Source: an optimization exercise on an open RTL-to-GDS flow (aim: small area, a short achievable clock period and few clock cycles). Production flows keep margins and buffers that such runs may drop.
Only simulation tests tie the RTL to the original design; equivalence was not proved.

==> run E <==
// ray_polygon_nearest_hit
module ray_polygon_nearest_hit
#(
   parameter int MAX_VERTICES = 64,
   parameter int NE           = 2
) (
   input  logic        clock,
   input  logic        reset,
   input  logic        req_tvalid,
   output logic        req_tready,
   input  logic [63:0] req_tdata,    
   input  logic [1:0]  req_tuser,    
   output logic        rsp_tvalid,
   input  logic        rsp_tready,
   output logic [47:0] rsp_tdata,    
   output logic [1:0]  rsp_tuser     
);
clock: 10.0 ns
lec_check: 0
cap_margin: 20
core_margin: 2
core_utilization: 40
place_density: 0.55
setup_slack_margin: 5
slew_margin: 20
run.sh (not shown) runs the stock make flow with config.mk's settings and CLKGATE_MAP_FILE= SYNTH_SCRIPT=/design/flow/synth_recipe.tcl, a recipe that flattens the netlist after the stock synthesis.
==> run G (differences from run E) <==
--- a/flow/design.v
+++ b/flow/design.v
@@ -2940,24 +2940,12 @@
    localparam int FD   = 4;                      
    localparam int FAW  = 2;
    localparam int DW2  = 2 * MANT_W + 6;         
    localparam int TB   = MANT_W + 5;             
    localparam logic signed [LZ_W+1:0] DM3 = -3, DM2 = -2, DM1 = -1, D0 = 0, DP1 = 1,
                                       DP2 = 2, DP3 = 3;
-   function automatic logic sum_is(input logic [63:0] a, input logic [63:0] b,
-                                   input logic [63:0] k, input int n);
-      logic ok;
-      ok = ((a[0] ^ b[0] ^ k[0]) == 1'b0);
-      for (int i = 1; i < 64; i++) begin
-         if (i < n) begin
-            ok = ok && ((a[i] ^ b[i] ^ k[i]) ==
-                        (k[i-1] ? (a[i-1] & b[i-1]) : (a[i-1] | b[i-1])));
-         end
-      end
-      sum_is = ok;
-   endfunction
    typedef struct packed {
       logic              f;       
       logic              uz;      
       logic [LZ_W-1:0]   lzu;     
       logic [MAG_W-1:0]  nu;
       logic [LZ_W-1:0]   lzd;     
@@ -3154,13 +3142,12 @@
          qpy_ff  <= qcy_ff;
       end
       logic [CROSS_W-1:0]        s_rs, s_rc, u_rs, u_rc;
       logic                      e2_ff;
       logic [AW-1:0]             idx2_ff;
       logic signed [CROSS_W-1:0] s2, sp2_ff, un2;
-      logic                      spz_ff;
       logic [CROSS_W-1:0]        q1s, q1c, q2s, q2c, q3s, q3c, q4s, q4c;
       logic [CROSS_W-1:0]        sk1, sc1, uk1, uc1;
       rpnh_pmul u_mul_s1 (.clock(clock), .a(qcx_ff), .b(dy_ff), .ys(q1s), .yc(q1c));
       rpnh_nmul u_mul_s2 (.clock(clock), .a(qcy_ff), .b(dx_ff), .ys(q2s), .yc(q2c));
       rpnh_pmul u_mul_u1 (.clock(clock), .a(qpx_ff), .b(qcy_ff), .ys(q3s), .yc(q3c));
       rpnh_nmul u_mul_u2 (.clock(clock), .a(qpy_ff), .b(qcx_ff), .ys(q4s), .yc(q4c));
@@ -3175,13 +3162,12 @@
       assign s2  = s_rs + s_rc;
       assign un2 = u_rs + u_rc;
       always_ff @(posedge clock) begin
          e2_ff   <= e1_ff && s1_ff;
          idx2_ff <= idx1_ff;
          sp2_ff  <= s2;                    
-         spz_ff  <= sum_is(64'(s_rs), 64'(s_rc), 64'd0, CROSS_W);
       end
       logic                  sp_z, s_z, u_z, pos_n, neg_n, hit_n;
       logic [MAG_W-1:0]      um_n, dm_n;
       logic                  h3_ff;
       logic [AW-1:0]         idx3_ff;
       logic [MAG_W-1:0]      um3_ff, dm3_ff;
@@ -3202,15 +3188,15 @@
       assign nuc = ((~u_rs & ~u_rc) | ((~u_rs | ~u_rc) & CROSS_W'(2))) << 1;
       rpnh_add #(.W(CROSS_W)) u_add_dp (.a(t1s), .b(t1c), .cin(1'b1), .s(dpa), .cout(co_a));  
       assign dna = t2s + t2c;                                                                   
       assign una = u_rs + u_rc;                                                                 
       rpnh_add #(.W(CROSS_W)) u_add_nu (.a(nus), .b(nuc), .cin(1'b0), .s(unb), .cout(co_b));   
       always_comb begin
-         sp_z  = spz_ff;
-         s_z   = sum_is(64'(s_rs), 64'(s_rc), 64'd0, CROSS_W);
-         u_z   = sum_is(64'(u_rs), 64'(u_rc), 64'd0, CROSS_W);
+         sp_z  = (sp2_ff == '0);
+         s_z   = (s2 == '0);
+         u_z   = (un2 == '0);
          pos_n = !sp2_ff[CROSS_W-1] && (s2[CROSS_W-1] || s_z) && !(sp_z && s_z);
          neg_n = (sp2_ff[CROSS_W-1] || sp_z) && !s2[CROSS_W-1] && !(sp_z && s_z);
          hit_n = e2_ff && ((pos_n && !un2[CROSS_W-1]) || (neg_n && (un2[CROSS_W-1] || u_z)));
          if (pos_n) begin
             dm_n = MAG_W'(dpa);
             um_n = MAG_W'(una);
@@ -3318,20 +3304,16 @@
                                        .s(dlo_s), .cout(dlo[TB]));
       rpnh_add #(.W(DW2-TB)) u_add_ha (.a(r2s[DW2-1:TB]), .b(r2c[DW2-1:TB]), .cin(1'b0),
                                        .s(dha), .cout(dha_c));
       rpnh_add #(.W(DW2-TB)) u_add_hb (.a(r2s[DW2-1:TB]), .b(r2c[DW2-1:TB]), .cin(1'b1),
                                        .s(dhb), .cout(dhb_c));
       assign dlo[TB-1:0] = dlo_s;
-      logic ha_z, ha_m1, hb_m1;           
-      assign ha_z  = sum_is(64'(r2s[DW2-1:TB]), 64'(r2c[DW2-1:TB]), 64'd0, DW2-TB);
-      assign ha_m1 = sum_is(64'(r2s[DW2-1:TB]), 64'(r2c[DW2-1:TB]), 64'((DW2-TB)'('1)), DW2-TB);
-      assign hb_m1 = sum_is(64'(r2s[DW2-1:TB]), 64'(r2c[DW2-1:TB]), 64'((DW2-TB)'('1) - 1), DW2-TB);
-      assign lta = !dha[DW2-TB-1] && !ha_z;
-      assign ltb = !dhb[DW2-TB-1] && !ha_m1;    
-      assign gea = dha[DW2-TB-1] && !ha_m1;
-      assign geb = dhb[DW2-TB-1] && !hb_m1;
+      assign lta = !dha[DW2-TB-1] && (dha != '0);
+      assign ltb = !dhb[DW2-TB-1] && (dhb != '0);
+      assign gea = dha[DW2-TB-1] && (dha != '1);
+      assign geb = dhb[DW2-TB-1] && (dhb != '1);
       always_comb begin
          if (xlt_ff) begin
             lt_s = 1'b1;
             ge_s = 1'b0;
          end else if (xge_ff) begin
             lt_s = 1'b0;
@@ -3380,13 +3362,13 @@
       end
    end
    logic       fr_found, fr_win, fr_amb;
    cand_t      kc0;
    logic       c_f, c_bf;
    logic       mamb_ff;                          
-   logic [MAG_W-1:0] ua, da, ub, db;
+   logic [MAG_W-1:0] ua, da, ub, db, fr_ue, fr_de;
    always_ff @(posedge clock) begin
       mamb_ff <= |lamb_ff;
    end
    assign kc0      = kc_w[0];
    assign c_f      = kc0.f;
    assign c_bf     = kbf_w[0];
@@ -3394,12 +3376,14 @@
    assign fr_found = c_f || c_bf;
    assign fr_amb   = mamb_ff || (c_f && c_bf && fin_amb);
    assign ua       = kc0.nu >> kc0.lzu;
    assign da       = kc0.nd >> kc0.lzd;
    assign ub       = kcb0.nu >> kcb0.lzu;
    assign db       = kcb0.nd >> kcb0.lzd;
+   assign fr_ue    = fr_win ? ua : ub;
+   assign fr_de    = fr_win ? da : db;
    logic                 cap_v_ff;
    logic [AW-1:0]        cap_i_ff;
    logic [MAG_W-1:0]     cap_u_ff, cap_d_ff;
    logic                 last_v_ff;
    logic [AW-1:0]        last_i_ff;
    logic                 sb_v_ff;
@@ -3510,15 +3494,13 @@
             snext_ff  <= 1'b1;
          end
          if (sdone) slow_ff <= 1'b0;
       end
    end
    logic                 f_found_ff;
-   logic [MAG_W-1:0]     f_ua_ff, f_da_ff, f_ub_ff, f_db_ff;    
-   logic                 f_win_ff;                              
-   logic [MAG_W-1:0]     f_u, f_d;
+   logic [MAG_W-1:0]     f_u_ff, f_d_ff;
    logic signed [COORD_BITS-1:0] f_px_ff, f_py_ff;
    logic signed [DIFF_W-1:0]     f_dx_ff, f_dy_ff;
    logic                 f_load_fast, f_load_slow;
    logic [1:0]           fin_ff;           
    logic                 fin_hit_ff;
    logic                 ftake, fstart, fdone, res_w;
@@ -3545,28 +3527,24 @@
          if (ftake && f_found_ff)   fin_ff <= 2'd1;
          else if (fdone && res_w)   fin_ff <= 2'd0;
          else if (fdone)            fin_ff <= 2'd2;
          if (res_w)         res_ff <= 1'b1;
          else if (res_take) res_ff <= 1'b0;
       end
-      if (k_mf_ff) begin
+      if (f_load_fast) begin
          f_found_ff <= fr_found;
-         f_win_ff   <= fr_win;
-         f_ua_ff    <= ua;
-         f_da_ff    <= da;
-         f_ub_ff    <= ub;
-         f_db_ff    <= db;
+         f_u_ff     <= fr_ue;
+         f_d_ff     <= fr_de;
          f_px_ff    <= tpx_ff;
          f_py_ff    <= tpy_ff;
          f_dx_ff    <= tdx_ff;
          f_dy_ff    <= tdy_ff;
       end else if (f_load_slow) begin
          f_found_ff <= sb_v_ff;
-         f_win_ff   <= 1'b1;
-         f_ua_ff    <= sb_u_ff;
-         f_da_ff    <= sb_d_ff;
+         f_u_ff     <= sb_u_ff;
+         f_d_ff     <= sb_d_ff;
          f_px_ff    <= px_ff;
          f_py_ff    <= py_ff;
          f_dx_ff    <= dx_ff;
          f_dy_ff    <= dy_ff;
       end
       if (ftake) begin
@@ -3574,17 +3552,15 @@
       end
       if (res_w) begin
          res_hit_ff  <= (fin_ff == 2'd0) ? 1'b0 : fin_hit_ff;
          res_data_ff <= ((fin_ff == 2'd0) || !fin_hit_ff) ? 48'd0 : {hy_n, hx_n};
       end
    end
-   assign f_u = f_win_ff ? f_ua_ff : f_ub_ff;
-   assign f_d = f_win_ff ? f_da_ff : f_db_ff;
-   rpnh_div u_div_x (.clock(clock), .reset(reset), .start(fstart), .un(f_u), .den(f_d),
+   rpnh_div u_div_x (.clock(clock), .reset(reset), .start(fstart), .un(f_u_ff), .den(f_d_ff),
                      .p(f_px_ff), .d(f_dx_ff), .done(dx_done), .v(hx_n));
-   rpnh_div u_div_y (.clock(clock), .reset(reset), .start(fstart), .un(f_u), .den(f_d),
+   rpnh_div u_div_y (.clock(clock), .reset(reset), .start(fstart), .un(f_u_ff), .den(f_d_ff),
                      .p(f_py_ff), .d(f_dy_ff), .done(dy_done), .v(hy_n));
    logic [1:0]           oq_ff [FD];
    logic [FAW-1:0]       oq_rd_ff, oq_wr_ff;
    logic [FAW:0]         oq_n_ff, oq_n_in;
    logic [1:0]           ncast_ff, ncast_in;
    logic                 rsp_valid_ff;
==> comparison <==
In run G the sequential share of layout area is lower than in run E, by 0.73 points. Against run E, the clock skew of run G is higher by 18 ps. In run G the worst hold slack is worse than in run E, by 5.7 ps. Non-clock buffer count: run E is lower than run G (273). Against run G, the global-route usage of run E is lower by 1.0 points. Against run G, the count of clock-buffer cells in the layout of run E is lower by 1.
Testbench counts of run E, summed over its fixed seeds: cycles 19,165.
Testbench counts of run G, summed over its fixed seeds: cycles 19,165.

## port drivers added, routing unchanged
In the flow no input, the clock included, has a driving cell. The finished layouts below were timed again as built, in two steps. Step 1 (the two cells are an assumption about what drives the block):
set clk [get_ports {clock}]
set_driving_cell -lib_cell sky130_fd_sc_hd__clkbuf_16 $clk
set_driving_cell -lib_cell sky130_fd_sc_hd__buf_2 [delete_from_list [all_inputs] $clk]
Step 2 also shifts input and output timing later by t, the mid clock arrival at the registers, as if the neighbouring blocks saw the same clock. a / b / c = ideal ports / drivers / drivers and shift; a / b = the first two.
run	t (ns)	slack for setup (ns)	worst setup path at the end	pins driven straight from the clock port
run E	1.257	4.219 / 4.219 / 3.795	input to register	1
run G	1.262	3.225 / 3.225 / 3.225	register to register	1
After both steps every run listed still meets setup and hold. For run E, which loses most, drivers alone change the setup slack by 0.000 ns; drivers and shift together by -0.424 ns.
